Source: an optimization exercise on an open RTL-to-GDS flow (aim: small area, a short achievable clock period and few clock cycles per item). Production flows keep margins and buffers that such runs may drop.
At most, simulation tests tie the RTL to the original design; equivalence was not proved.
Function not checked in run 1: the RTL went through the layout flow alone.

## flow/design.v (module list and top-level ports; edited modules follow where they fit)
// module rms_sound_level_meter: 1601 lines
module rms_sound_level_meter #(
   parameter int MAX_BLOCK = 1024
) (
   input  logic                 clock,
   input  logic                 reset,
   input  logic                 req_valid,
   output logic                 req_stall,
   input  logic signed [31:0]   audio_word,
   input  logic                 block_end,
   output logic                 rsp_valid,
   input  logic                 rsp_stall,
   output logic signed [15:0]   level_db,
   output logic                 report_out,
   output logic                 silent,
   input  logic                 csr_we,
   input  logic [1:0]           csr_index,
   input  logic [14:0]          csr_wdata
);
  // ...
==> flow/flow/run.sh <==
#!/bin/bash
# The standard layout (standard.sh: ORFS synthesis with the standard flow's script,
# then floorplan to finish) with these changes to how it is optimized:
#  - Yosys's synth skips its early ABC pass (SYNTH_ARGS=-noabc), so the
#    full adders written in the RTL are extracted as they are, without
#    inverters between them; registers are the same as in the standard
#    synthesis;
#  - ORFS's repair_timing keeps a larger setup margin (flow/margin.txt), so
#    it sizes and buffers the critical paths;
#  - the port buffers are a plain buffer cell instead of the delay cell the
#    resizer picks by default.
# All output goes to make_finish.log here; ORFS's own logs are in orfs/logs.
set -euo pipefail
MARGIN=$(cat flow/margin.txt)
bash standard.sh SYNTH_ARGS=-noabc SETUP_SLACK_MARGIN=$MARGIN \
  "BUFFER_PORTS_ARGS=-buffer_cell sky130_fd_sc_hd__buf_4" finish > make_finish.log 2>&1
==> flow/flow/margin.txt <==
9.0
==> flow/standard.sh <==
#!/bin/bash
# synth_recipe.tcl (not shown) runs the flow's synth.tcl, then flattens the netlist and writes it again
# the make line also repeats each setting of config.mk as NAME=value (left out here)
make -C /OpenROAD-flow-scripts/flow DESIGN_CONFIG=/design/flow/config.mk WORK_HOME=/design/flow/orfs CLKGATE_MAP_FILE= SYNTH_SCRIPT=/design/flow/synth_recipe.tcl "${@:-finish}"
==> flow/config.mk <==
export PLATFORM = sky130hd
export DESIGN_NAME = rms_sound_level_meter
export DESIGN_NICKNAME = rms_sound_level_meter
export VERILOG_FILES = /design/flow/design.v
export SDC_FILE = /design/flow/constraint.sdc
export NUM_CORES = 4
export LEC_CHECK = 0
export CAP_MARGIN = 20
export CORE_MARGIN = 2
export CORE_UTILIZATION = 40
export CTS_CLUSTER_DIAMETER = 100
export CTS_CLUSTER_SIZE = 25
export SLEW_MARGIN = 20
==> flow/constraint.sdc <==
create_clock -name core_clock -period 13.0 [get_ports {clock}]
set_input_delay 2.6000 -clock core_clock [delete_from_list [all_inputs] [get_ports {clock}]]
set_output_delay 2.6000 -clock core_clock [all_outputs]
set_load 0.01 [all_outputs]
==> results.sh, run 1 <==
export IMPL_hpwl_um=79900
export IMPL_largest_cell_class="multi-input combinational cells"
export IMPL_period_minus_slack_ps=4260
export IMPL_synth_top_area_cell="fa_1"
export IMPL_grt_usage_pct=19.8
export IMPL_skew_ps=62.2
export IMPL_largest_register="acc_q"
export IMPL_maxSlewViolCount=0
export IMPL_yosys_mux_area_fraction_pct=3.87
export IMPL_route_met3_wl_um=5100
export IMPL_fp_dieArea_um2=116000
export IMPL_clock_area_share_pct=1.93
export IMPL_yosys_area_share_simple_pct=19.0
export IMPL_slew_headroom_pct=24.8
export IMPL_status="timing/DRC/antenna clean"
export IMPL_tap_cells=1500
export IMPL_largest_reg_flops=57
export IMPL_n_antenna_cell=0
export IMPL_synth_common_cells="750 x and2_1, 664 x fa_1, 375 x dfxtp_1"
export IMPL_register_area_um2=10500
export IMPL_clk_pin_slew_ps=100
export IMPL_signal_buffers=190
export IMPL_ys_ff_latch=474
export IMPL_worstHoldPathCells=2
export IMPL_placementRows=123
export IMPL_setup_tns_ps=0
==> inputs of run 2 (changes only) <==
--- a/flow/design.v
+++ b/flow/design.v
@@ -16,17 +16,19 @@
    output logic                 silent,
    input  logic                 csr_we,
    input  logic [1:0]           csr_index,
    input  logic [14:0]          csr_wdata
 );
    localparam logic [14:0] THRESHOLD_RESET = 15'd256;
    localparam logic [14:0] OFFSET_RESET    = 15'd30720;
    localparam logic [41:0] KDB             = 42'd197283;     
+   localparam logic [41:0] KDB2            = 42'd394566;      
    localparam logic [41:0] KDB_NEG         = -42'd197283;
+   localparam logic [41:0] KDB2_NEG        = -42'd394566;
    localparam logic [5:0]  B_START         = 6'd39;   
    localparam logic [5:0]  B_LAST_E        = 6'd34;   
    localparam logic [5:0]  B_LOAD_N        = 6'd35;   
    localparam logic [5:0]  B_LAST_STEP     = 6'd2;    
    logic        st_q;
    logic [10:0] cnt_in_q;
    logic [22:0] x_q;
    logic        a_q;
@@ -1441,21 +1443,23 @@
    logic        fbit;
    logic [29:0] m_next;
    always_comb begin
       usum   = u1_q + u2_q + {45'd0, uc_q};
       q      = usum[45:14];               
       fbit   = q[31];
       m_next = fbit ? q[30:1] : q[29:0];
    end
-   logic        op_add_q, op_sub_q;      
+   logic        opk_q, op2k_q;           
+   logic        cm1_q, cm2_q;            
    logic [41:0] h_base, h_op;
    always_comb begin
-      h_base = h_first_q ? 42'd0 : (h_dbl_q ? {p_q[40:0], 1'b0} : p_q);
-      h_op   = op_add_q ? KDB : (op_sub_q ? KDB_NEG : 42'd0);
+      h_base = h_first_q ? (cm2_q ? KDB2_NEG : (cm1_q ? KDB_NEG : 42'd0))
+                         : (h_dbl_q ? {p_q[40:0], 1'b0} : p_q);
+      h_op   = op2k_q ? KDB2 : (opk_q ? KDB : 42'd0);
    end
    logic [18:0]        lv;
    logic signed [15:0] level_new;
    logic               f1_fire;
    assign f1_fire = (b_q == 6'd1) & ~rsp_valid_q;
    always_comb begin
       lv = {p_q[41], p_q[41:24]} + {4'd0, ofs_q} + {18'd0, p_q[23]};
       if (sil_c_q)
@@ -1482,31 +1486,52 @@
       else if (b_q >= 6'd2)
          b_next = b_q - 6'd1;
       else if (f1_fire)
          b_next = 6'd0;
       else
          b_next = b_q;
       cap_next = pend_next & (b_next == 6'd0);
    end
-   logic h_e_next, h_s_next, h_n_next, ls5_next, ln5_next;
+   logic h_e_next, h_s_next, h_n_next, ls5_next, ln5_next, first_next;
+   logic [1:0] edig;
+   logic opk_next, op2k_next;
    always_comb begin
       h_e_next = (b_next >= B_LAST_E);
       h_s_next = (b_next < B_LAST_E) & (b_next >= B_LAST_STEP) & b_next[0];
       h_n_next = (b_next < B_LAST_E) & (b_next >= B_LAST_STEP) & ~b_next[0];
       if (capture) begin
          ls5_next = lzs[5];
          ln5_next = 1'b0;
       end else if (h_e_q) begin
          ls5_next = ls_q[4];
          ln5_next = ln_q[4];
       end else begin
          ls5_next = ls_q[5];
          ln5_next = ln_q[5];
       end
+      first_next = (b_next == B_START);
+      edig       = {1'b0, ln5_next} + {1'b0, ~ls5_next};
+      opk_next   = 1'b0;
+      op2k_next  = 1'b0;
+      if (first_next) begin
+         opk_next  = 1'b0;                        
+      end else if (h_e_next) begin
+         opk_next  = (edig == 2'd1);
+         op2k_next = (edig == 2'd2);
+      end else if (h_s_next) begin
+         opk_next  = fbit;
+      end else if (h_n_next) begin
+         if (b_next == B_LAST_STEP) begin
+            opk_next  = fbit;
+            op2k_next = ~fbit;
+         end else begin
+            opk_next  = ~fbit;
+         end
+      end
    end
    logic in_end, int_p, int_one, int_two, le_soon, st_a, st_b, st_d;
    always_comb begin
       int_p   = pend_q & ~capture;
       int_two = (e_s_q & e_t_q) | (e_s_q & int_p) | (e_t_q & int_p);
       int_one = e_s_q | e_t_q | int_p;
       le_soon = ~capture & (b_q <= 6'd3) & ~rsp_valid_q;
       st_a    = int_one | ~le_soon;               
@@ -1537,22 +1562,24 @@
       end
       p_q <= h_base + h_op;       
       if (f1_fire) begin
          level_q  <= level_new;
          silent_q <= sil_c_q;
       end
       if (f1_q)
          report_q <= report;
-      h_first_q <= (b_next == B_START);
+      h_first_q <= first_next;
       h_e_q     <= h_e_next;
       h_s_q     <= h_s_next;
       h_n_q     <= h_n_next;
-      op_add_q  <= h_e_next ? (ln5_next & ~ls5_next) : (h_s_next & fbit);
-      op_sub_q  <= h_e_next ? (ls5_next & ~ln5_next) : (h_n_next & fbit);
+      opk_q     <= opk_next;
+      op2k_q    <= op2k_next;
+      cm1_q     <= first_next & (edig == 2'd1);
+      cm2_q     <= first_next & (edig == 2'd0);
       h_dbl_q   <= (b_next >= B_LAST_E) | ((b_next >= B_LAST_STEP) & b_next[0]);
       ld_f_q    <= (b_next == B_START);
       ld_n_q    <= (b_next == B_LOAD_N);
       ld_r_q    <= (b_next < B_LOAD_N);
       r1_q      <= reset;
       zero_q    <= reset | r1_q | cap_next;
       if (reset) begin
          st_q        <= 1'b0;
==> flow/config.mk (replaced) <==
export PLATFORM = sky130hd
export DESIGN_NAME = rms_sound_level_meter
export DESIGN_NICKNAME = rms_sound_level_meter
export VERILOG_FILES = /design/flow/design.v
export SDC_FILE = /design/flow/constraint.sdc
export NUM_CORES = 4
export LEC_CHECK = 0
export CAP_MARGIN = 5
export CORE_MARGIN = 2
export CORE_UTILIZATION = 40
export CTS_CLUSTER_DIAMETER = 100
export CTS_CLUSTER_SIZE = 25
export SLEW_MARGIN = 5
==> results.sh, run 2 <==
export IMPL_yosysTopAreaCellShare_pct=29.7
export IMPL_hold_path_end="e_t_q"
export IMPL_core_um2=111000
export IMPL_ff2ff_setup_slack_ps=9090
export IMPL_critPathTopFamily="flip-flops"
export IMPL_top_regs="acc_q: 57 flops, t1_q: 46 flops, u1_q: 45 flops"
export IMPL_synth_top_area_cell="fa_1"
export IMPL_period_minus_slack_ps=3940
export IMPL_hpwl_um=80300
export IMPL_portBuffers=66
export IMPL_worst_path_buf_inv=1
export IMPL_synth_most_common_cell="and2_1"
export IMPL_fp_dieArea_um2=115000
export IMPL_clk_latency_ps=630
export IMPL_skew_ps=28.2
export IMPL_min_period_over_period_pct=30.3
export IMPL_ys_flop_type="dfxtp_1"
export IMPL_rsz0062_at_grt="false"
export IMPL_clk_pin_slew_ps=100
export IMPL_ys_ff_latch=476
export IMPL_async_reset_ff_share_pct=0
export IMPL_hp_start="e_s_q"
export IMPL_tightest_slew_ps=1120
export IMPL_die_width_um=339
export IMPL_start_kind="flop"
export IMPL_critPathKind="reg2out"
export IMPL_grt_antenna_before_repair=4
export IMPL_maxSlewViolCount=0
export IMPL_grt_max_degree=70
export IMPL_placementRows=122
export IMPL_fmax_mhz=254
export IMPL_synthCells=4358
export IMPL_start_util_pct=40.5
export IMPL_cap_violations=0
export IMPL_end_kind="primary output"
export IMPL_slowest_stage="edfxtp_1"
export IMPL_gr_total_overflow=0
export IMPL_worstPathCellList="buf_4"
export IMPL_final_cells=5793
export IMPL_worstPathMaxFanout=6
export IMPL_hold_viol_final=0
export IMPL_grt_usage_pct=19.4
export IMPL_worstHoldPathCells=2
export IMPL_synth_seq_area_share_pct=23.4
export IMPL_numClockSinks=476
export IMPL_yosys_warnings=1
export IMPL_routedWlPerCell_um=19.2
export IMPL_gp_congestion=0.910
export IMPL_area_growth_pct=7.35
export IMPL_largest_reg_flops=57
export IMPL_rr_worst_depth=8
export IMPL_route_final_wire_length_um=112000
export IMPL_rr_startpoint="mr_q[6]"
export IMPL_first_iter_violations=2118
export IMPL_nNetsFinal=5262
export IMPL_max_stage_delay_ps=520
export IMPL_placed_cells=5720
export IMPL_htree_levels=1
export IMPL_num_vias=31400
export IMPL_syn_nets=5334
export IMPL_status="timing/DRC/antenna clean"
export IMPL_die_y_um=339
export IMPL_ys_types=86
export IMPL_cts_buffers=26
export IMPL_grt_pass1_vias=32800
export IMPL_synth_cell_area_um2=44900
export IMPL_largest_register="acc_q"
export IMPL_vias_per_cell=5.42
export IMPL_arrival_ps=1340
export IMPL_cts_tree="yes"
export IMPL_worstReg2RegEnd="u2_q[19]"
export IMPL_clock_path_buffers=3
export IMPL_drive_above_1_share_pct=7.30
export IMPL_ant_nets=0
export IMPL_clock_root_buffer="clkbuf_16"
export IMPL_synth_edf_count=99
export IMPL_final_common_cell="and2_1"
export IMPL_slew_headroom_pct=25.5
export IMPL_avgSynthCellArea_um2=10.3
export IMPL_final_cell_mix="749 x and2_1, 659 x fa_1, 367 x dfxtp_1"
export IMPL_hp_class="reg2reg"
export IMPL_synthTopCellsByArea="fa_1 30%, dfxtp_1 17%, and2_1 10%, ha_1 7.1%, edfxtp_1 6.6%"
export IMPL_setup_viol_count_final=0
export IMPL_setup_tns_ps=0
export IMPL_synth_common_cells="749 x and2_1, 666 x fa_1, 377 x dfxtp_1"
export IMPL_grt_pass1_wl_um=182000
export IMPL_critPathRequiredTime_ps=10400
export IMPL_num_io_pins=75
export IMPL_drt_pass1_iterations=5
export IMPL_drc_errors=0
==> run 2: cell type report <==
class,instances,area (um^2)
fill,10500,62800
multi-input combinational,3480,33100
sequential,476,10500
tap,1488,1860
timing repair buffer,150,1300
clock buffer,34,733
inverter,152,571
clock inverter,12,119
antenna,1,2.50
==> run 2: worst max path at each step <==
stage	start	endpoint	slack, ps	cells past startpoint
3_5_place_dp	zero_q	acc_q[51]	8200	14
2_1_floorplan	zero_q	acc_q[55]	9000	15
4_1_cts	u1_q[0]	mr_q[21]	9010	10
6_report	level_q[1]	level_db[1]	9060	1
5_1_grt	zero_q	acc_q[52]	9000	13
3_3_place_gp	zero_q	acc_q[53]	8250	14
==> run 2: per-layer routing <==
| metal | vias to the layer above | part of all wire [%] | global-route usage, % |
|---|---|---|---|
| met1 | 15900 | 45 | 26.9 |
| met2 | 762 | 47 | 32.7 |
| met4 | 2 | 2.5 | 4.60 |
| li1 | 14600 | - | - |
| met5 | - | 0.012 | 0 |
| met3 | 152 | 4.6 | 1.97 |
==> run 2: cell families (layout without fill, tap and decap cells) <==
family	Yosys count	in the layout	synth area share [%]
AOI/OAI and AO/OA	717	717	10.8
xor gates and xnor gates	154	154	3.00
adders and majority gates	921	921	36.8
buffers and inverters	402	348	3.41
DFF	476	476	23.4
muxes	154	154	3.75
other	0	1	0
and+or+nand+nor	1534	1534	18.8
==> run 2: repair_timing <==
action                     in CTS  in global routing
hold buffers                    0                  0
setup endpoints to repair      66                110
pin swaps                       2                  9
cloned                          0                  3
hold endpoints to repair        0                  0
setup buffers                  15                  8
gates resized for setup        24                 62
==> run 2: tightest hold or removal path, delay by kind of cell, from the launching register on <==
kind | cells | cell delay (ps)
flip-flops | 1 | 310
buffers and inverters | 1 | 60
AND/OR/NAND/NOR | 1 | 40
==> run 2: metrics by stage <==
stage | setup WS, ps | instance area [um^2] | utilization [%] | hold slack, ps
after floorplan | 9000 | 44900 | - | 373
after global placement | 8250 | 46800 | 42.1 | 437
after detailed placement | 8200 | 46800 | 42.1 | 433
after CTS | 9010 | 47800 | 43.1 | 448
after global routing | 9000 | 48200 | 43.4 | 460
final | 9060 | 48200 | 43.4 | 445
Testbench counts of run 2, summed over its fixed seeds: cycles 19,485, samples 19,106.
==> inputs of run 3 (changes only) <==
--- a/flow/config.mk
+++ b/flow/config.mk
@@ -5,9 +5,9 @@
 export SDC_FILE = /design/flow/constraint.sdc
 export NUM_CORES = 4
 export LEC_CHECK = 0
-export CAP_MARGIN = 5
+export CAP_MARGIN = 20
 export CORE_MARGIN = 2
 export CORE_UTILIZATION = 40
 export CTS_CLUSTER_DIAMETER = 100
 export CTS_CLUSTER_SIZE = 25
-export SLEW_MARGIN = 5
+export SLEW_MARGIN = 20
==> results.sh, run 3 <==
export IMPL_cts_hold_buffers=0
export IMPL_num_io_pins=75
export IMPL_ys_ff_latch=476
export IMPL_num_vias=31400
export IMPL_portBuffers=66
export IMPL_arrival_ps=4310
export IMPL_grt_pass1_wl_um=182000
export IMPL_routedWlPerCell_um=19.3
export IMPL_setup_viol_count_final=0
export IMPL_synthCells=4358
export IMPL_ys_flop_type="dfxtp_1"
export IMPL_hp_class="reg2reg"
export IMPL_setup_tns_ps=0
export IMPL_hold_viol_final=0
export IMPL_synth_cell_area_um2=44900
export IMPL_core_um2=111000
export IMPL_die_y_um=339
export IMPL_synth_edf_count=99
export IMPL_yosysTopAreaCellShare_pct=29.7
export IMPL_grt_max_degree=70
export IMPL_skew_ps=48.8
export IMPL_rr_worst_depth=9
export IMPL_clk_latency_ps=640
export IMPL_cap_violations=0
export IMPL_ff2ff_setup_slack_ps=9030
export IMPL_grt_antenna_before_repair=0
export IMPL_cts_buffers=25
export IMPL_cts_tree="yes"
export IMPL_die_width_um=339
export IMPL_largest_register="acc_q"
export IMPL_crit_start="acc_q[8]"
export IMPL_endpoint="mr_q[11]"
export IMPL_dp_slack_ps=8190
export IMPL_placementRows=122
export IMPL_top_regs="acc_q: 57 flops, t1_q: 46 flops, u1_q: 45 flops"
export IMPL_fp_dieArea_um2=115000
export IMPL_grt_pass1_vias=32900
export IMPL_synth_top_area_cell="fa_1"
export IMPL_start_util_pct=40.5
export IMPL_hpwl_um=80500
export IMPL_worstReg2RegEnd="mr_q[11]"
export IMPL_synthTopCellsByArea="fa_1 30%, dfxtp_1 17%, and2_1 10%, ha_1 7.1%, edfxtp_1 6.6%"
export IMPL_drive_above_1_share_pct=7.15
export IMPL_grt_usage_pct=19.5
export IMPL_yosys_warnings=1
export IMPL_period_minus_slack_ps=3970
export IMPL_syn_nets=5334
export IMPL_start_kind="flop"
export IMPL_setup_ws_ps=9030
export IMPL_drt_pass1_iterations=6
export IMPL_synth_common_cells="749 x and2_1, 666 x fa_1, 377 x dfxtp_1"
export IMPL_synth_most_common_cell="and2_1"
export IMPL_gp_congestion=0.910
export IMPL_async_reset_ff_share_pct=0
export IMPL_numClockSinks=476
export IMPL_tightest_slew_ps=1070
export IMPL_area_growth_pct=7.32
export IMPL_fmax_mhz=252
export IMPL_worstPathMaxFanout=19
export IMPL_rsz0062_at_grt="true"
export IMPL_status="timing/DRC/antenna clean"
export IMPL_clk_pin_slew_ps=120
export IMPL_vias_per_cell=5.41
export IMPL_htree_levels=1
export IMPL_ys_types=86
export IMPL_gr_total_overflow=0
export IMPL_final_common_cell="and2_1"
export IMPL_nNetsFinal=5266
export IMPL_route_final_wire_length_um=112000
export IMPL_ant_nets=0
export IMPL_first_iter_violations=2216
export IMPL_min_period_over_period_pct=30.5
export IMPL_fill_cells=10600
export IMPL_final_cell_mix="749 x and2_1, 664 x fa_1, 371 x dfxtp_1"
export IMPL_clock_path_buffers=3
export IMPL_rr_startpoint="acc_q[8]"
export IMPL_drc_errors=0
export IMPL_avgSynthCellArea_um2=10.3
export IMPL_critPathRequiredTime_ps=13340
export IMPL_largest_reg_flops=57
export IMPL_slew_headroom_pct=28.4
export IMPL_clock_root_buffer="clkbuf_16"
export IMPL_maxSlewViolCount=0
export IMPL_end_kind="flop"
export IMPL_critPathKind="reg2reg"
export IMPL_synth_seq_area_share_pct=23.4
## run 3: through the flow
| step | std cells | hold slack [ps] | instance area [um^2] | utilization (%) |
|---|---|---|---|---|
| global route | 5794 | 473 | 48200 | 43.4 |
| floorplan | 4358 | 373 | 44900 | - |
| CTS | 5781 | 453 | 47800 | 43.1 |
| global placement | 5720 | 437 | 46800 | 42.1 |
| detailed placement | 5721 | 438 | 46800 | 42.1 |
| finish | 5796 | 446 | 48200 | 43.4 |
## run 3: kinds of logic after synthesis
| group | share of synthesized area, % |
|---|---|
| AND/OR/NAND/NOR | 18.8 |
| XOR/XNOR | 3.00 |
| buffers and inverters | 3.41 |
| AO/OA/AOI/OAI | 10.8 |
| multiplexers | 3.75 |
| flip-flops | 23.4 |
| adder cells (fa/ha/maj) | 36.8 |
## run 3: worst min path at each step
stage	start	to	slack, ps	depth (start not counted)
2_1_floorplan	x_q[0]	t1_q[0]	370	0
3_3_place_gp	e_s_q	e_t_q	440	2
3_5_place_dp	e_s_q	e_t_q	440	2
4_1_cts	e_s_q	e_t_q	450	2
5_1_grt	e_s_q	e_t_q	470	2
6_report	e_s_q	e_t_q	450	2
## run 3: cell type report
cell class              instances  area [um^2]  area share [%]
diodes                          2         5.00          0.0104
multi-input cells            3480        33100            68.7
well taps                    1488         1860            3.86
clock buffers                  33          676            1.40
repair buffers                155         1320            2.74
clock inverters                10          113           0.234
flip-flops and latches        476        10500            21.9
inverters                     152          571            1.18
## run 3: repair_timing
| action | 4_1_cts | 5_1_grt |
|---|---|---|
| setup endpoints to repair | 69 | 83 |
| pin swaps | 2 | 7 |
| resized for setup | 20 | 55 |
| buffers inserted | 17 | 10 |
| cloned | 0 | 2 |
## run 3: worst max-delay path, stage by stage (launching register included)
cell and delay (ps):
dfxtp_1 400, or4_1 610, o311ai_2 360, a41oi_2 210, o31a_1 380, nor2_4 240, buf_4 310, o21ai_0 280
a221oi_1 740, a22oi_1 130
## run 3: routing by layer
layer / wire, um / GRT usage [%] / part of all wire [%]
met2: 53200 / 32.8 / 48
met5: 0 / 0 / 0
met3: 4290 / 1.66 / 3.8
met4: 2710 / 4.32 / 2.4
met1: 51500 / 27.3 / 46
==> inputs of run 4 (changes only) <==
--- a/flow/config.mk
+++ b/flow/config.mk
@@ -5,9 +5,10 @@
 export SDC_FILE = /design/flow/constraint.sdc
 export NUM_CORES = 4
 export LEC_CHECK = 0
-export CAP_MARGIN = 20
+export CAP_MARGIN = 10
 export CORE_MARGIN = 2
 export CORE_UTILIZATION = 40
 export CTS_CLUSTER_DIAMETER = 100
 export CTS_CLUSTER_SIZE = 25
-export SLEW_MARGIN = 20
+export GPL_ROUTABILITY_DRIVEN = 0
+export SLEW_MARGIN = 10
==> results.sh, run 4 <==
export IMPL_status="timing/DRC/antenna clean"
export IMPL_setup_viol_count_final=0
export IMPL_critPathTopFamily="flip-flops"
export IMPL_tightest_slew_ps=1120
export IMPL_clock_path_buffers=3
export IMPL_worst_path_buf_inv=1
export IMPL_top_regs="acc_q: 57 flops, t1_q: 46 flops, u1_q: 45 flops"
export IMPL_yosys_warnings=1
export IMPL_synth_common_cells="749 x and2_1, 666 x fa_1, 377 x dfxtp_1"
export IMPL_clock_root_buffer="clkbuf_16"
export IMPL_avgSynthCellArea_um2=10.3
export IMPL_largest_register="acc_q"
export IMPL_area_growth_pct=7.35
export IMPL_hp_class="reg2reg"
export IMPL_clk_pin_slew_ps=100
export IMPL_period_minus_slack_ps=3940
export IMPL_vias_per_cell=5.42
export IMPL_htree_levels=1
export IMPL_ant_nets=0
export IMPL_end_kind="primary output"
export IMPL_max_stage_delay_ps=520
export IMPL_hold_viol_final=0
export IMPL_grt_pass1_wl_um=182000
export IMPL_synth_top_area_cell="fa_1"
export IMPL_nNetsFinal=5262
export IMPL_fp_dieArea_um2=115000
export IMPL_ff2ff_setup_slack_ps=9090
export IMPL_met1_usage_pct=26.9
export IMPL_slew_headroom_pct=25.5
export IMPL_cts_tree="yes"
export IMPL_setup_ws_ps=9060
export IMPL_start_kind="flop"
export IMPL_skew_ps=28.2
export IMPL_grt_pass1_vias=32800
export IMPL_setup_tns_ps=0
export IMPL_critPathKind="reg2out"
export IMPL_die_y_um=339
export IMPL_num_vias=31400
export IMPL_route_final_wire_length_um=112000
export IMPL_hpwl_um=80300
export IMPL_grt_use_met2_pct=32.7
export IMPL_slowest_stage="edfxtp_1"
export IMPL_portBuffers=66
export IMPL_rsz0062_at_grt="false"
export IMPL_final_cells=5793
export IMPL_busiest_layer="met2"
export IMPL_maxSlewViolCount=0
export IMPL_cts_buffers=26
export IMPL_largest_reg_flops=57
export IMPL_synth_seq_area_share_pct=23.4
export IMPL_grt_max_degree=70
export IMPL_async_reset_ff_share_pct=0
export IMPL_gr_total_overflow=0
export IMPL_placed_cells=5720
export IMPL_ys_ff_latch=476
export IMPL_fmax_mhz=254
export IMPL_synth_most_common_cell="and2_1"
export IMPL_min_period_over_period_pct=30.3
export IMPL_synth_edf_count=99
export IMPL_start_util_pct=40.5
export IMPL_drive_above_1_share_pct=7.30
export IMPL_final_cell_mix="749 x and2_1, 659 x fa_1, 367 x dfxtp_1"
export IMPL_dp_slack_ps=8200
export IMPL_routedWlPerCell_um=19.2
export IMPL_ys_flop_type="dfxtp_1"
export IMPL_core_um2=111000
export IMPL_synthCells=4358
export IMPL_critPathRequiredTime_ps=10400
export IMPL_synth_cell_area_um2=44900
export IMPL_grt_antenna_before_repair=4
export IMPL_die_width_um=339
export IMPL_yosysTopAreaCellShare_pct=29.7
export IMPL_worstPathCellList="buf_4"
export IMPL_cap_violations=0
export IMPL_placementRows=122
export IMPL_synthTopCellsByArea="fa_1 30%, dfxtp_1 17%, and2_1 10%, ha_1 7.1%, edfxtp_1 6.6%"
export IMPL_use_met3_pct=1.97
export IMPL_final_common_cell="and2_1"
export IMPL_clk_latency_ps=630
export IMPL_grt_usage_pct=19.4
export IMPL_drc_errors=0
export IMPL_ys_types=86
export IMPL_numClockSinks=476
export IMPL_first_iter_violations=2118
export IMPL_arrival_ps=1340
export IMPL_drt_pass1_iterations=5
export IMPL_num_io_pins=75
export IMPL_worstPathMaxFanout=6
export IMPL_syn_nets=5334
run 4: cell type report:
class	instances	area (um^2)
fill	10500	62800
multi-input combinational	3480	33100
sequential	476	10500
tap	1488	1860
timing repair buffer	150	1300
clock buffer	34	733
inverter	152	571
clock inverter	12	119
antenna	1	2.50
run 4: metrics by stage:
stage          area (um^2)  util [%]  hold slack (ps)
3_5_place_dp         46800      42.1              433
4_1_cts              47800      43.1              448
3_3_place_gp         46800      42.1              437
6_report             48200      43.4              445
2_1_floorplan        44900         -              373
5_1_grt              48200      43.4              460
run 4: kinds of logic after synthesis:
group                      Yosys count  share of synthesized area (%)
xor gates and xnor gates           154                           3.00
muxes                              154                           3.75
AOI/OAI and AO/OA                  717                           10.8
adders and majority gates          921                           36.8
buffers and inverters              402                           3.41
and+or+nand+nor                   1534                           18.8
DFF                                476                           23.4
run 4: final timing paths:
| check | cells after the start | startpoint | end |
|---|---|---|---|
| hold reg to reg | 2 | e_s_q | e_t_q |
| hold / removal | 2 | e_s_q | e_t_q |
| setup / recovery | 1 | level_q[1] | level_db[1] |
| setup reg to reg | 8 | mr_q[6] | u2_q[19] |
run 4: timing repair:
action / 4_1_cts / 5_1_grt
cloned: 0 / 3
pin swaps: 2 / 9
hold buffers: 0 / 0
setup buffers: 15 / 8
resized for setup: 24 / 62
endpoints found under the setup margin: 66 / 110
run 4: routing by layer:
layer,wire length [um],share of wire [%],vias to the layer above
li1,-,-,14600
met1,50700,45,15900
met2,52900,47,762
met3,5120,4.6,152
met4,2750,2.5,2
met5,13,0.012,-
==> inputs of run 5 (changes only) <==
==> flow/flow/margin.txt (replaced) <==
8.95
--- a/flow/config.mk
+++ b/flow/config.mk
@@ -10,5 +10,4 @@
 export CORE_UTILIZATION = 40
 export CTS_CLUSTER_DIAMETER = 100
 export CTS_CLUSTER_SIZE = 25
-export GPL_ROUTABILITY_DRIVEN = 0
 export SLEW_MARGIN = 10
==> results.sh, run 5 <==
export IMPL_status="timing/DRC/antenna clean"
export IMPL_maxSlewViolCount=0
export IMPL_num_io_pins=75
export IMPL_tightest_slew_ps=1130
export IMPL_cp_depth=1
export IMPL_top_regs="acc_q: 57 flops, t1_q: 46 flops, u1_q: 45 flops"
export IMPL_setup_ws_ps=9040
export IMPL_yosysTopAreaCellShare_pct=29.7
export IMPL_worst_path_buf_inv=1
export IMPL_largest_reg_flops=57
export IMPL_synth_most_common_cell="and2_1"
export IMPL_die_width_um=339
export IMPL_fp_dieArea_um2=115000
export IMPL_cts_tree="yes"
export IMPL_final_cell_mix="749 x and2_1, 662 x fa_1, 368 x dfxtp_1"
export IMPL_nNetsFinal=5267
export IMPL_slowest_stage="edfxtp_1"
export IMPL_max_stage_delay_ps=530
export IMPL_worstHoldPathCells=2
export IMPL_clk_latency_ps=630
export IMPL_cts_hold_buffers=0
export IMPL_ys_types=86
export IMPL_slew_headroom_pct=24.5
export IMPL_ant_nets=0
export IMPL_critPathTopFamily="flip-flops"
export IMPL_worstPathMaxFanout=5
export IMPL_cap_violations=0
export IMPL_clk_pin_slew_ps=100
export IMPL_yosys_warnings=1
export IMPL_synth_top_area_cell="fa_1"
export IMPL_dp_slack_ps=8150
export IMPL_fill_cells=10600
export IMPL_largest_register="acc_q"
export IMPL_grt_pass1_wl_um=181000
export IMPL_portBuffers=66
export IMPL_first_iter_violations=2037
export IMPL_placementRows=122
export IMPL_clock_path_buffers=3
export IMPL_min_period_over_period_pct=30.5
export IMPL_routedWlPerCell_um=19.3
export IMPL_synth_common_cells="749 x and2_1, 666 x fa_1, 377 x dfxtp_1"
export IMPL_rr_worst_depth=8
export IMPL_critPathRequiredTime_ps=10400
export IMPL_syn_nets=5334
export IMPL_setup_tns_ps=0
export IMPL_n_antenna_cell=0
export IMPL_hp_class="reg2reg"
export IMPL_gp_congestion=0.906
export IMPL_drt_pass1_iterations=5
export IMPL_drive_above_1_share_pct=7.10
export IMPL_period_minus_slack_ps=3960
export IMPL_rsz0062_at_grt="true"
export IMPL_async_reset_ff_share_pct=0
export IMPL_gr_total_overflow=0
export IMPL_route_final_wire_length_um=112000
export IMPL_area_growth_pct=7.33
export IMPL_grt_max_degree=74
export IMPL_start_kind="flop"
export IMPL_skew_ps=37.2
export IMPL_worstPathCellList="buf_4"
export IMPL_end_kind="primary output"
export IMPL_drc_errors=0
export IMPL_cts_buffers=25
export IMPL_clock_root_buffer="clkbuf_16"
export IMPL_num_vias=31500
export IMPL_synth_cell_area_um2=44900
export IMPL_avgSynthCellArea_um2=10.3
export IMPL_vias_per_cell=5.43
export IMPL_hpwl_um=80700
export IMPL_final_common_cell="and2_1"
export IMPL_grt_pass1_vias=32800
export IMPL_critPathKind="reg2out"
export IMPL_synth_seq_area_share_pct=23.4
export IMPL_ys_ff_latch=476
export IMPL_core_um2=111000
export IMPL_synth_edf_count=99
export IMPL_die_y_um=339
export IMPL_hold_viol_final=0
export IMPL_ys_flop_type="dfxtp_1"
export IMPL_fmax_mhz=253
export IMPL_setup_viol_count_final=0
export IMPL_arrival_ps=1360
export IMPL_grt_usage_pct=19.4
export IMPL_grt_antenna_before_repair=5
export IMPL_numClockSinks=476
export IMPL_synthCells=4358
export IMPL_start_util_pct=40.5
export IMPL_htree_levels=1
export IMPL_synthTopCellsByArea="fa_1 30%, dfxtp_1 17%, and2_1 10%, ha_1 7.1%, edfxtp_1 6.6%"
## run 5: final timing paths
path / startpoint / endpoint / slack (ps)
min reg2reg: e_s_q / e_t_q / 450
min: e_s_q / e_t_q / 450
max reg2reg: mr_q[8] / u2_q[17] / 9050
max: level_q[8] / level_db[8] / 9040
## run 5: repair_timing
action	4_1_cts	5_1_grt
endpoints found under the setup margin	60	85
pin swaps	0	9
gates resized for setup	15	52
buffers inserted	13	12
gates cloned	0	5
## run 5: cell type report
cell class,instances,area [um^2],share of cell area [%]
inverters,152,571,1.18
multi-input cells,3480,33000,68.5
clock inverters,11,121,0.252
clock buffers,34,691,1.43
repair buffers,156,1400,2.89
well taps,1488,1860,3.86
flip-flops and latches,476,10500,21.9
## run 5: logic make-up (layout without fill, tap and decap cells)
family | Yosys count | count (layout) | share of synthesized area (%)
adders and majority gates | 921 | 921 | 36.8
xor gates and xnor gates | 154 | 154 | 3.00
and+or+nand+nor | 1534 | 1534 | 18.8
muxes | 154 | 154 | 3.75
DFF | 476 | 476 | 23.4
buffers and inverters | 402 | 353 | 3.41
AOI/OAI and AO/OA | 717 | 717 | 10.8
## run 5: routing by layer
layer | wire length (um) | share of wire [%] | GRT usage (%) | vias up
met2 | 53000 | 47 | 32.6 | 741
met4 | 2890 | 2.6 | 4.46 | 4
li1 | - | - | - | 14600
met3 | 5100 | 4.5 | 2.42 | 160
met5 | 25 | 0.022 | 0 | -
met1 | 51000 | 46 | 26.7 | 16000
## run 5: per-stage QoR
step,instance area [um^2],instances,util [%],hold WS (ps)
2_1_floorplan,44900,4358,-,373
3_3_place_gp,46800,5722,42.1,435
3_5_place_dp,46800,5722,42.1,435
4_1_cts,47800,5780,43.0,450
5_1_grt,48200,5797,43.4,465
6_report,48200,5797,43.4,447
==> inputs of run 6 (changes only) <==
==> flow/flow/margin.txt (replaced) <==
9.0
==> results.sh, run 6 <==
export IMPL_status="timing/DRC/antenna clean"
export IMPL_clock_root_buffer="clkbuf_16"
export IMPL_end_kind="primary output"
export IMPL_final_cells=5793
export IMPL_ys_types=86
export IMPL_maxSlewViolCount=0
export IMPL_tightest_slew_ps=1120
export IMPL_gr_total_overflow=0
export IMPL_final_common_cell="and2_1"
export IMPL_skew_ps=28.2
export IMPL_max_stage_delay_ps=520
export IMPL_clock_path_buffers=3
export IMPL_hpwl_um=80300
export IMPL_slowest_stage="edfxtp_1"
export IMPL_worstHoldPathCells=2
export IMPL_setup_viol_count_final=0
export IMPL_yosys_warnings=1
export IMPL_synth_most_common_cell="and2_1"
export IMPL_synthTopCellsByArea="fa_1 30%, dfxtp_1 17%, and2_1 10%, ha_1 7.1%, edfxtp_1 6.6%"
export IMPL_synthCells=4358
export IMPL_clk_pin_slew_ps=100
export IMPL_slew_headroom_pct=25.5
export IMPL_critPathRequiredTime_ps=10400
export IMPL_largest_register="acc_q"
export IMPL_core_um2=111000
export IMPL_grt_antenna_before_repair=4
export IMPL_drive_above_1_share_pct=7.30
export IMPL_hold_viol_final=0
export IMPL_cts_buffers=26
export IMPL_clk_latency_ps=630
export IMPL_yosysTopAreaCellShare_pct=29.7
export IMPL_critPathTopFamily="flip-flops"
export IMPL_drt_pass1_iterations=5
export IMPL_start_util_pct=40.5
export IMPL_fill_cells=10500
export IMPL_syn_nets=5334
export IMPL_cap_violations=0
export IMPL_worst_path_buf_inv=1
export IMPL_routedWlPerCell_um=19.2
export IMPL_htree_levels=1
export IMPL_drc_errors=0
export IMPL_worstPathMaxFanout=6
export IMPL_ant_nets=0
export IMPL_setup_tns_ps=0
export IMPL_fp_dieArea_um2=115000
export IMPL_grt_max_degree=70
export IMPL_start_kind="flop"
export IMPL_largest_reg_flops=57
export IMPL_worstPathCellList="buf_4"
export IMPL_arrival_ps=1340
export IMPL_grt_usage_pct=19.4
export IMPL_vias_per_cell=5.42
export IMPL_rsz0062_at_grt="false"
export IMPL_nNetsFinal=5262
export IMPL_period_minus_slack_ps=3940
export IMPL_final_cell_mix="749 x and2_1, 659 x fa_1, 367 x dfxtp_1"
export IMPL_ys_ff_latch=476
export IMPL_portBuffers=66
export IMPL_route_final_wire_length_um=112000
export IMPL_fmax_mhz=254
export IMPL_grt_pass1_wl_um=182000
export IMPL_synth_edf_count=99
export IMPL_die_width_um=339
export IMPL_placed_cells=5720
export IMPL_cts_hold_buffers=0
export IMPL_num_io_pins=75
export IMPL_synth_top_area_cell="fa_1"
export IMPL_cp_depth=1
export IMPL_hp_class="reg2reg"
export IMPL_rr_worst_depth=8
export IMPL_avgSynthCellArea_um2=10.3
export IMPL_async_reset_ff_share_pct=0
export IMPL_first_iter_violations=2118
export IMPL_cts_tree="yes"
export IMPL_grt_pass1_vias=32800
export IMPL_gp_congestion=0.910
export IMPL_min_period_over_period_pct=30.3
export IMPL_placementRows=122
export IMPL_area_growth_pct=7.35
export IMPL_synth_cell_area_um2=44900
export IMPL_ys_flop_type="dfxtp_1"
export IMPL_num_vias=31400
export IMPL_top_regs="acc_q: 57 flops, t1_q: 46 flops, u1_q: 45 flops"
export IMPL_die_y_um=339
export IMPL_critPathKind="reg2out"
export IMPL_synth_seq_area_share_pct=23.4
export IMPL_synth_common_cells="749 x and2_1, 666 x fa_1, 377 x dfxtp_1"
export IMPL_numClockSinks=476
==> run 6: cell counts after synthesis <==
Identical to the previous run, type by type.
==> run 6: final cells by class <==
cell class / instances / area (um^2) / share of cell area [%]
antenna: 1 / 2.50 / 0.00519
clock buffer: 34 / 733 / 1.52
clock inverter: 12 / 119 / 0.247
inverter: 152 / 571 / 1.18
multi-input combinational: 3480 / 33100 / 68.6
sequential: 476 / 10500 / 21.9
tap: 1488 / 1860 / 3.86
timing repair buffer: 150 / 1300 / 2.70
==> run 6: per-stage QoR <==
stage	setup WS (ps)	utilization (%)	hold WS, ps	instance area (um^2)
finish	9060	43.4	445	48200
global route	9000	43.4	460	48200
CTS	9010	43.1	448	47800
global placement	8250	42.1	437	46800
detailed placement	8200	42.1	433	46800
floorplan	9000	-	373	44900
==> run 6: repair_timing <==
action	4_1_cts	5_1_grt
resized for setup	24	62
endpoints found under the hold margin	0	0
endpoints found under the setup margin	66	110
buffers inserted	15	8
pin swaps	2	9
gates cloned	0	3
==> run 6: worst paths after layout <==
kind                            startpoint     endpoint  slack (ps)
worst max-delay path            level_q[1]  level_db[1]        9060
worst min-delay path                 e_s_q        e_t_q         450
worst max register to register     mr_q[6]     u2_q[19]        9090
worst min register to register       e_s_q        e_t_q         450
==> run 6: cell families (layout without fill, tap and decap cells) <==
group / Yosys count / in the layout / synth area share (%)
multiplexers: 154 / 154 / 3.75
other: 0 / 1 / 0
AND/OR/NAND/NOR: 1534 / 1534 / 18.8
buffers and inverters: 402 / 348 / 3.41
flip-flops: 476 / 476 / 23.4
AO/OA/AOI/OAI: 717 / 717 / 10.8
XOR/XNOR: 154 / 154 / 3.00
adder cells (fa/ha/maj): 921 / 921 / 36.8
==> run 6: per-layer routing <==
metal	share of wire, %	GRT usage (%)	wire, um	vias up
met2	47	32.7	52900	762
met1	45	26.9	50700	15900
met5	0.012	0	13	-
met4	2.5	4.60	2750	2
met3	4.6	1.97	5120	152
li1	-	-	-	14600
==> inputs of run 7 (changes only) <==
--- a/flow/config.mk
+++ b/flow/config.mk
@@ -7,7 +7,7 @@
 export LEC_CHECK = 0
 export CAP_MARGIN = 10
 export CORE_MARGIN = 2
-export CORE_UTILIZATION = 40
+export CORE_UTILIZATION = 47
 export CTS_CLUSTER_DIAMETER = 100
 export CTS_CLUSTER_SIZE = 25
 export SLEW_MARGIN = 10
==> results.sh, run 7 <==
export IMPL_skew_ps=30.0
export IMPL_clock_path_buffers=3
export IMPL_min_period_over_period_pct=30.2
export IMPL_status="timing/DRC/antenna clean"
export IMPL_portBuffers=66
export IMPL_hp_class="reg2reg"
export IMPL_avgSynthCellArea_um2=10.3
export IMPL_grt_pass1_wl_um=182000
export IMPL_area_growth_pct=7.17
export IMPL_arrival_ps=1320
export IMPL_drc_errors=0
export IMPL_grt_max_degree=74
export IMPL_grt_pass1_vias=32800
export IMPL_ys_types=86
export IMPL_fmax_mhz=255
export IMPL_synthTopCellsByArea="fa_1 30%, dfxtp_1 17%, and2_1 10%, ha_1 7.1%, edfxtp_1 6.6%"
export IMPL_setup_tns_ps=0
export IMPL_met1_length_um=50600
export IMPL_cts_hold_buffers=0
export IMPL_grt_antenna_before_repair=2
export IMPL_final_area_um2=48100
export IMPL_die_width_um=313
export IMPL_top_regs="acc_q: 57 flops, t1_q: 46 flops, u1_q: 45 flops"
export IMPL_grt_usage_pct=23.0
export IMPL_cap_violations=0
export IMPL_clk_latency_ps=620
export IMPL_largest_reg_flops=57
export IMPL_n_antenna_cell=0
export IMPL_route_met3_wl_um=4990
export IMPL_worstHoldPathCells=2
export IMPL_route_final_wire_length_um=111000
export IMPL_worstPathMaxFanout=6
export IMPL_tightest_slew_ps=1100
export IMPL_rsz0062_at_grt="true"
export IMPL_rr_worst_depth=8
export IMPL_maxSlewViolCount=0
export IMPL_final_common_cell="and2_1"
export IMPL_max_stage_delay_ps=510
export IMPL_ys_flop_type="dfxtp_1"
export IMPL_synth_edf_count=99
export IMPL_htree_levels=1
export IMPL_synth_seq_area_share_pct=23.4
export IMPL_cts_buffers=27
export IMPL_top_layer="met5"
export IMPL_critPathKind="reg2out"
export IMPL_hold_viol_final=0
export IMPL_clock_root_buffer="clkbuf_16"
export IMPL_nNetsFinal=5278
export IMPL_wl_met2_um=53200
export IMPL_worst_path_buf_inv=1
export IMPL_post_dp_cell_area_um2=46500
export IMPL_worstPathCellList="buf_4"
export IMPL_drt_pass1_iterations=6
export IMPL_start_util_pct=47.3
export IMPL_num_vias=31400
export IMPL_synth_common_cells="749 x and2_1, 666 x fa_1, 377 x dfxtp_1"
export IMPL_vias_per_cell=5.62
export IMPL_largest_register="acc_q"
export IMPL_period_minus_slack_ps=3920
export IMPL_fp_dieArea_um2=98000
export IMPL_clk_pin_slew_ps=100
export IMPL_async_reset_ff_share_pct=0
export IMPL_core_um2=94900
export IMPL_synth_top_area_cell="fa_1"
export IMPL_ant_nets=0
export IMPL_slew_headroom_pct=26.7
export IMPL_end_kind="primary output"
export IMPL_synth_cell_area_um2=44900
export IMPL_cp_depth=1
export IMPL_yosys_warnings=1
export IMPL_setup_viol_count_final=0
export IMPL_fin_util_pct=50.7
export IMPL_die_y_um=313
export IMPL_numClockSinks=476
export IMPL_routedWlPerCell_um=19.9
export IMPL_ys_ff_latch=476
export IMPL_start_kind="flop"
export IMPL_critPathTopFamily="flip-flops"
export IMPL_synth_most_common_cell="and2_1"
export IMPL_first_iter_violations=2031
export IMPL_final_cell_mix="749 x and2_1, 662 x fa_1, 370 x dfxtp_1"
export IMPL_syn_nets=5334
export IMPL_hpwl_um=80900
export IMPL_cts_tree="yes"
export IMPL_placementRows=113
export IMPL_fill_cells=8712
export IMPL_gr_total_overflow=0
export IMPL_gp_congestion=0.918
export IMPL_slowest_stage="edfxtp_1"
export IMPL_synthCells=4358
export IMPL_drive_above_1_share_pct=7.50
export IMPL_yosysTopAreaCellShare_pct=29.7
export IMPL_num_io_pins=75
export IMPL_critPathRequiredTime_ps=10400
## run 7: area by class of cell
cell class / instances / area [um^2] / area share [%]
inverter: 152 / 571 / 1.19
clock buffer: 37 / 776 / 1.61
multi-input combinational: 3480 / 33000 / 68.7
clock inverter: 12 / 141 / 0.294
tap: 1265 / 1580 / 3.29
sequential: 476 / 10500 / 21.9
timing repair buffer: 165 / 1470 / 3.06
## run 7: cell families (layout without fill, tap and decap cells)
group / count (synthesis) / in the layout / synth area share (%)
fa+ha+maj: 921 / 921 / 36.8
mux: 154 / 154 / 3.75
flops: 476 / 476 / 23.4
simple gates: 1534 / 1534 / 18.8
compound gates: 717 / 717 / 10.8
xor+xnor: 154 / 154 / 3.00
buf+inv: 402 / 366 / 3.41
## run 7: final timing paths
| path | to | slack [ps] | start |
|---|---|---|---|
| setup / recovery | level_db[1] | 9080 | level_q[1] |
| hold / removal | e_t_q | 440 | e_s_q |
| setup reg to reg | u2_q[19] | 9080 | mr_q[6] |
| hold reg to reg | e_t_q | 440 | e_s_q |
## run 7: through the flow
stage / worst slack [ps] / instances / hold slack (ps)
5_1_grt: 8930 / 5587 / 475
3_3_place_gp: 8200 / 5496 / 439
4_1_cts: 8940 / 5560 / 446
3_5_place_dp: 8170 / 5496 / 426
2_1_floorplan: 9000 / 4358 / 373
6_report: 9080 / 5587 / 443
## run 7: metal layers
metal / GRT usage [%] / up-vias
li1: - / 14600
met1: 32.3 / 16000
met4: 4.85 / 2
met3: 2.22 / 150
met2: 38.7 / 702
met5: 0 / -
## run 7: repair_timing
action	in CTS	in global routing
resized for setup	31	52
pin swaps	1	11
gates cloned	0	5
hold endpoints to repair	0	0
setup endpoints to repair	80	90
setup buffers	15	22
## run 7: worst register-to-register path: cells and delay by family, from the launching register on
kind | cells | cell delay [ps]
AND/OR/NAND/NOR | 1 | 240
adder cells (fa/ha/maj) | 6 | 2920
buffers and inverters | 1 | 220
flip-flops | 1 | 440
==> inputs of run 8 (changes only) <==
==> flow/flow/run.sh (replaced) <==
#!/bin/bash
# The standard layout (standard.sh: ORFS synthesis with the standard flow's script,
# then floorplan to finish) with these changes to how it is optimized:
#  - Yosys's synth skips its early ABC pass (SYNTH_ARGS=-noabc), so the
#    full adders written in the RTL are extracted as they are, without
#    inverters between them;
#  - adders use Yosys's own carry-lookahead mapping instead of ORFS's
#    Kogge-Stone extra map (setting SYNTH_OPERATIONS_ARGS to -nordff, a
#    no-op here since the design has no memories, drops that extra map);
#    registers are the same as in the standard synthesis;
#  - ORFS's repair_timing keeps a larger setup margin (flow/margin.txt), so
#    it sizes and buffers the critical paths;
#  - the port buffers are a plain buffer cell instead of the delay cell the
#    resizer picks by default.
# All output goes to make_finish.log here; ORFS's own logs are in orfs/logs.
set -euo pipefail
MARGIN=$(cat flow/margin.txt)
bash standard.sh SYNTH_ARGS=-noabc SYNTH_OPERATIONS_ARGS=-nordff SETUP_SLACK_MARGIN=$MARGIN \
  "BUFFER_PORTS_ARGS=-buffer_cell sky130_fd_sc_hd__buf_4" finish > make_finish.log 2>&1
--- a/flow/config.mk
+++ b/flow/config.mk
@@ -7,7 +7,7 @@
 export LEC_CHECK = 0
 export CAP_MARGIN = 10
 export CORE_MARGIN = 2
-export CORE_UTILIZATION = 47
+export CORE_UTILIZATION = 40
 export CTS_CLUSTER_DIAMETER = 100
 export CTS_CLUSTER_SIZE = 25
 export SLEW_MARGIN = 10
==> results.sh, run 8 <==
export IMPL_fill_cells=10100
export IMPL_arrival_ps=4610
export IMPL_route_final_wire_length_um=111000
export IMPL_cts_buffers=30
export IMPL_worstPathMaxFanout=7
export IMPL_area_growth_pct=11.8
export IMPL_drt_pass1_iterations=7
export IMPL_whs_ps=451
export IMPL_gr_total_overflow=0
export IMPL_gp_congestion=0.858
export IMPL_final_common_cell="and2_1"
export IMPL_yosysTopAreaCellShare_pct=33.0
export IMPL_start_kind="flop"
export IMPL_clock_root_buffer="clkbuf_16"
export IMPL_die_y_um=334
export IMPL_clk_latency_ps=660
export IMPL_critPathKind="reg2reg"
export IMPL_rsz0062_at_grt="true"
export IMPL_synthCells=4024
export IMPL_cts_tree="yes"
export IMPL_avgSynthCellArea_um2=10.8
export IMPL_ys_flop_type="dfxtp_1"
export IMPL_fmax_mhz=236
export IMPL_hold_viol_final=0
export IMPL_drc_errors=0
export IMPL_start_util_pct=40.2
export IMPL_htree_levels=1
export IMPL_cts_hold_buffers=0
export IMPL_core_um2=109000
export IMPL_ant_nets=0
export IMPL_hp_class="reg2reg"
export IMPL_ys_ff_latch=476
export IMPL_multi_input_area_um2=32800
export IMPL_syn_nets=5082
export IMPL_slew_headroom_pct=22.8
export IMPL_num_io_pins=75
export IMPL_clock_path_buffers=3
export IMPL_ys_types=77
export IMPL_grt_usage_pct=20.1
export IMPL_top_regs="acc_q: 57 flops, t1_q: 46 flops, u1_q: 45 flops"
export IMPL_register_area_um2=10600
export IMPL_nNetsFinal=5085
export IMPL_status="timing/DRC/antenna clean"
export IMPL_largest_register="acc_q"
export IMPL_final_cell_mix="740 x and2_1, 704 x fa_1, 354 x dfxtp_1"
export IMPL_synth_common_cells="740 x and2_1, 720 x fa_1, 377 x dfxtp_1"
export IMPL_async_reset_ff_share_pct=0
export IMPL_fin_util_pct=45.0
export IMPL_grt_pass1_wl_um=178000
export IMPL_maxSlewViolCount=0
export IMPL_min_period_over_period_pct=32.5
export IMPL_portBuffers=66
export IMPL_first_iter_violations=1592
export IMPL_largest_reg_flops=57
export IMPL_routedWlPerCell_um=20.2
export IMPL_die_width_um=334
export IMPL_clk_pin_slew_ps=100
export IMPL_cap_violations=0
export IMPL_synth_top_area_cell="fa_1"
export IMPL_yosys_warnings=1
export IMPL_hpwl_um=76300
export IMPL_tightest_slew_ps=1150
export IMPL_end_kind="flop"
export IMPL_synth_seq_area_share_pct=24.1
export IMPL_synth_edf_count=99
export IMPL_setup_tns_ps=0
export IMPL_grt_max_degree=78
export IMPL_numClockSinks=476
export IMPL_grt_antenna_before_repair=0
export IMPL_skew_ps=35.8
export IMPL_drive_above_1_share_pct=12.3
export IMPL_synth_cell_area_um2=43600
export IMPL_fp_dieArea_um2=112000
export IMPL_synth_most_common_cell="and2_1"
export IMPL_critPathRequiredTime_ps=13380
export IMPL_placementRows=121
export IMPL_setup_viol_count_final=0
export IMPL_num_vias=29300
export IMPL_grt_pass1_vias=31300
export IMPL_vias_per_cell=5.37
export IMPL_period_minus_slack_ps=4230
export IMPL_synthTopCellsByArea="fa_1 33%, dfxtp_1 17%, and2_1 11%, ha_1 8.1%, edfxtp_1 6.8%"
-- run 8: cell types whose count changed in the layout (fill, tap and decap cells not counted), moves of 19 or more --
| cell | before | now |
|---|---|---|
| a21oi_1 | 189 | 154 |
| fa_1 | 662 | 704 |
| inv_1 | 150 | 130 |
| nand2_1 | 161 | 137 |
| nand3_1 | 54 | 22 |
| nor2_1 | 282 | 196 |
| nor3_1 | 59 | 33 |
| o21ai_0 | 114 | 95 |
| or3_1 | 26 | 5 |
| xnor2_1 | 109 | 45 |
-- run 8: worst paths after layout --
check,slack (ps),from,endpoint,cells past startpoint
setup / recovery,8770,u1_q[8],mr_q[6],19
hold / removal,450,tk_s_q,tk_t_q,1
setup reg to reg,8770,u1_q[8],mr_q[6],19
hold reg to reg,450,tk_s_q,tk_t_q,1
-- run 8: cells by family (layout without fill, tap and decap cells) --
| kind of cell | Yosys count | after routing | synth area share [%] |
|---|---|---|---|
| mux | 167 | 167 | 4.21 |
| fa+ha+maj | 1003 | 1003 | 41.1 |
| simple gates | 1348 | 1348 | 17.2 |
| buf+inv | 376 | 400 | 3.28 |
| other cells | 0 | 2 | 0 |
| compound gates | 550 | 550 | 7.95 |
| xor+xnor | 104 | 104 | 2.09 |
| flops | 476 | 476 | 24.1 |
-- run 8: area by class of cell --
cell class / instances / area share, %
diodes: 2 / 0.0103
repair buffers: 209 / 4.31
multi-input cells: 3172 / 67.2
inverters: 138 / 1.09
clock buffers: 35 / 1.62
flip-flops and latches: 476 / 21.6
clock inverters: 18 / 0.495
well taps: 1414 / 3.62
-- run 8: worst max-delay path: stages (launching register included) --
cell and delay (ps):
dfxtp_2 350, ha_4 250, nand4_1 240, a211oi_2 300, o41ai_4 120, buf_4 170
a21oi_4 210, o31a_1 330, a21oi_4 120, o31ai_4 230, a41oi_2 160, a211o_1 320
ha_4 180, buf_6 120, buf_8 140, buf_16 150, nand2_1 50, o21ai_0 80
a221oi_1 370, a21oi_1 70
-- run 8: layer usage --
metal,vias up,global-route usage [%],part of all wire [%]
li1,13300,-,-
met1,15300,26.9,44
met2,626,34.6,49
met3,118,2.85,4.7
met4,0,4.29,2.1
met5,-,0,0
-- run 8: timing repair --
action	4_1_cts	5_1_grt
setup buffers	42	27
pin swaps	65	53
cloned	9	2
endpoints found under the setup margin	138	118
gates resized for setup	193	148
-- run 8: through the flow --
stage	std cells	cell area [um^2]	setup slack [ps]
CTS	5433	48000	8670
global placement	5329	45500	7600
detailed placement	5329	45500	7570
finish	5464	48800	8770
floorplan	4024	43700	9010
global route	5462	48800	8620
==> inputs of run 9 (changes only) <==
==> flow/flow/margin.txt (replaced) <==
9.1
==> results.sh, run 9 <==
export IMPL_start_util_pct=40.2
export IMPL_synth_top_family_by_area="adder cells"
export IMPL_hold_viol_final=0
export IMPL_tightest_slew_ps=1220
export IMPL_synth_edf_count=99
export IMPL_cts_tree="yes"
export IMPL_synthXorXnorAreaFrac_pct=2.09
export IMPL_synth_top_area_cell="fa_1"
export IMPL_gp_congestion=0.864
export IMPL_cts_hold_buffers=0
export IMPL_first_iter_violations=1539
export IMPL_end_kind="flop"
export IMPL_met1_usage_pct=27.7
export IMPL_syn_nets=5082
export IMPL_core_um2=109000
export IMPL_fin_util_pct=45.4
export IMPL_ff2ff_setup_slack_ps=8740
export IMPL_arrival_ps=4790
export IMPL_status="timing/DRC/antenna clean"
export IMPL_slew_headroom_pct=18.7
export IMPL_setup_viol_count_final=0
export IMPL_grt_pass1_vias=31900
export IMPL_clock_path_buffers=3
export IMPL_synth_common_cells="740 x and2_1, 720 x fa_1, 377 x dfxtp_1"
export IMPL_gr_total_overflow=0
export IMPL_ant_nets=0
export IMPL_top_regs="acc_q: 57 flops, t1_q: 46 flops, u1_q: 45 flops"
export IMPL_placed_cells=5332
export IMPL_dp_slack_ps=7480
export IMPL_skew_ps=26.5
export IMPL_yosysTopAreaCellShare_pct=33.0
export IMPL_cts_buffers=28
export IMPL_maxSlewViolCount=0
export IMPL_final_common_cell="and2_1"
export IMPL_portBuffers=66
export IMPL_clk_pin_slew_ps=100
export IMPL_fp_dieArea_um2=112000
export IMPL_yosys_warnings=1
export IMPL_yosys_mux_area_fraction_pct=4.21
export IMPL_clk_latency_ps=650
export IMPL_die_width_um=334
export IMPL_grt_antenna_before_repair=2
export IMPL_largest_register="acc_q"
export IMPL_ys_ff_latch=476
export IMPL_largest_reg_flops=57
export IMPL_route_final_wire_length_um=113000
export IMPL_start_kind="flop"
export IMPL_grt_usage_pct=20.5
export IMPL_setup_tns_ps=0
export IMPL_nNetsFinal=5110
export IMPL_cap_violations=0
export IMPL_synth_compound_area_share_pct=7.95
export IMPL_hpwl_um=76000
export IMPL_area_growth_pct=12.9
export IMPL_ys_flop_type="dfxtp_1"
export IMPL_vias_per_cell=5.37
export IMPL_ys_types=77
export IMPL_final_cell_mix="740 x and2_1, 673 x fa_1, 358 x dfxtp_1"
export IMPL_routedWlPerCell_um=20.7
export IMPL_grt_pass1_wl_um=182000
export IMPL_async_reset_ff_share_pct=0
export IMPL_yosys_area_share_adder_pct=41.1
export IMPL_grt_max_degree=61
export IMPL_synth_cell_area_um2=43600
export IMPL_htree_levels=1
export IMPL_avgSynthCellArea_um2=10.8
export IMPL_min_period_over_period_pct=32.7
export IMPL_num_vias=29500
export IMPL_critPathRequiredTime_ps=13530
export IMPL_grt_use_met2_pct=35.0
export IMPL_die_y_um=334
export IMPL_fill_cells=9983
export IMPL_synth_most_common_cell="and2_1"
export IMPL_drt_pass1_iterations=7
export IMPL_rsz0062_at_grt="true"
export IMPL_num_io_pins=75
export IMPL_worstPathMaxFanout=8
export IMPL_setup_ws_ps=8740
export IMPL_busiest_layer="met2"
export IMPL_fmax_mhz=235
export IMPL_synthTopCellsByArea="fa_1 33%, dfxtp_1 17%, and2_1 11%, ha_1 8.1%, edfxtp_1 6.8%"
export IMPL_hp_class="reg2reg"
export IMPL_final_cells=5488
export IMPL_drive_above_1_share_pct=13.8
export IMPL_use_met3_pct=2.32
export IMPL_yosys_area_share_simple_pct=17.2
export IMPL_period_minus_slack_ps=4260
export IMPL_critPathKind="reg2reg"
export IMPL_placementRows=121
export IMPL_drc_errors=0
export IMPL_numClockSinks=476
export IMPL_synth_seq_area_share_pct=24.1
export IMPL_clock_root_buffer="clkbuf_16"
export IMPL_synthCells=4024
[run 9: cell counts after synthesis]
No cell type changed its count.
[run 9: routing by layer]
metal,share of wire (%),up-vias
li1,-,13400
met1,44,15200
met2,49,733
met3,4.9,175
met4,2.7,0
met5,0,-
[run 9: worst paths after layout]
path                from   endpoint  cells past startpoint
hold reg to reg   tk_s_q     tk_t_q                      1
setup / recovery  zero_q  acc_q[53]                     16
setup reg to reg  zero_q  acc_q[53]                     16
hold / removal    tk_s_q     tk_t_q                      1
[run 9: cell families (layout without fill, tap and decap cells)]
| family | after synthesis | count (layout) |
|---|---|---|
| flops | 476 | 476 |
| mux | 167 | 167 |
| xor+xnor | 104 | 104 |
| other cells | 0 | 1 |
| compound gates | 550 | 550 |
| fa+ha+maj | 1003 | 1003 |
| simple gates | 1348 | 1348 |
| buf+inv | 376 | 425 |
[run 9: repair_timing]
action                     CTS  global route
cloned                      10             8
setup endpoints to repair  178           143
pin swaps                   87            80
setup buffers               58            28
resized for setup          243           164
[run 9: cell type report]
type	count	area, um^2	area share (%)
well taps	1414	1770	3.59
flip-flops and latches	476	10500	21.4
repair buffers	236	2560	5.20
diodes	1	2.50	0.00508
multi-input cells	3172	32900	66.8
inverters	138	533	1.08
clock buffers	36	772	1.57
clock inverters	15	179	0.363
[run 9: critical path, stage by stage, from the launching register on]
cell,delay (ps)
dfxtp_4,490
buf_12,180
nor2b_4,50
fa_1,470
ha_4,300
o211ai_1,170
a2111oi_4,400
o41ai_2,150
a21boi_2,200
a221oi_2,70
buf_4,160
o31ai_4,310
a211oi_2,150
o31a_1,340
buf_6,160
a311oi_2,210
ha_2,310
[run 9: stage by stage]
step / hold WS [ps] / instance area (um^2)
finish: 460 / 49300
floorplan: 373 / 43800
detailed placement: 446 / 45600
global placement: 446 / 45600
CTS: 464 / 48200
global route: 472 / 49300

==> separate check: timing with driven ports <==
No port has a modelled driver above. Below, the same layouts with a new extraction and two added sets of constraints.
Step 1 sets driving cells, clkbuf_16 on the clock port and buf_2 on the other inputs (assumed; they add their load-dependent delay and slew).
Step 2, shift: input delay + t, output delay - t, t = (earliest + latest rising clock arrival at the registers) / 2. This alone moves slack from input paths to output paths.
Slacks: ideal ports / drivers / drivers and shift; pairs: ideal ports / drivers.
run	t, ns	setup WS [ns]	worst hold slack (ns)	worst setup path after step 2	worst slew at a driven data input, ns
run 1	0.724	8.736 / 8.736 / 8.635	0.444 / 0.444 / 0.444	input to register	0.06
run 2	0.679	9.064 / 8.996 / 8.674	0.445 / 0.445 / 0.445	input to register	0.05
run 3	0.686	9.034 / 8.998 / 8.677	0.446 / 0.446 / 0.446	input to register	0.06
run 4	0.679	9.064 / 8.996 / 8.674	0.445 / 0.445 / 0.445	input to register	0.05
run 5	0.685	9.041 / 8.971 / 8.663	0.447 / 0.447 / 0.447	input to register	0.06
run 6	0.679	9.064 / 8.996 / 8.674	0.445 / 0.445 / 0.445	input to register	0.05
run 7	0.677	9.075 / 9.005 / 8.675	0.443 / 0.443 / 0.443	input to register	0.06
run 8	0.708	8.771 / 8.771 / 8.622	0.451 / 0.451 / 0.451	input to register	0.05
run 9	0.711	8.744 / 8.744 / 8.742	0.460 / 0.460 / 0.460	input to register	0.05
After both steps every run listed still meets setup and hold. The setup slack of run 7, which loses most, moves by -0.070 ns with the drivers and by -0.400 ns with both steps.
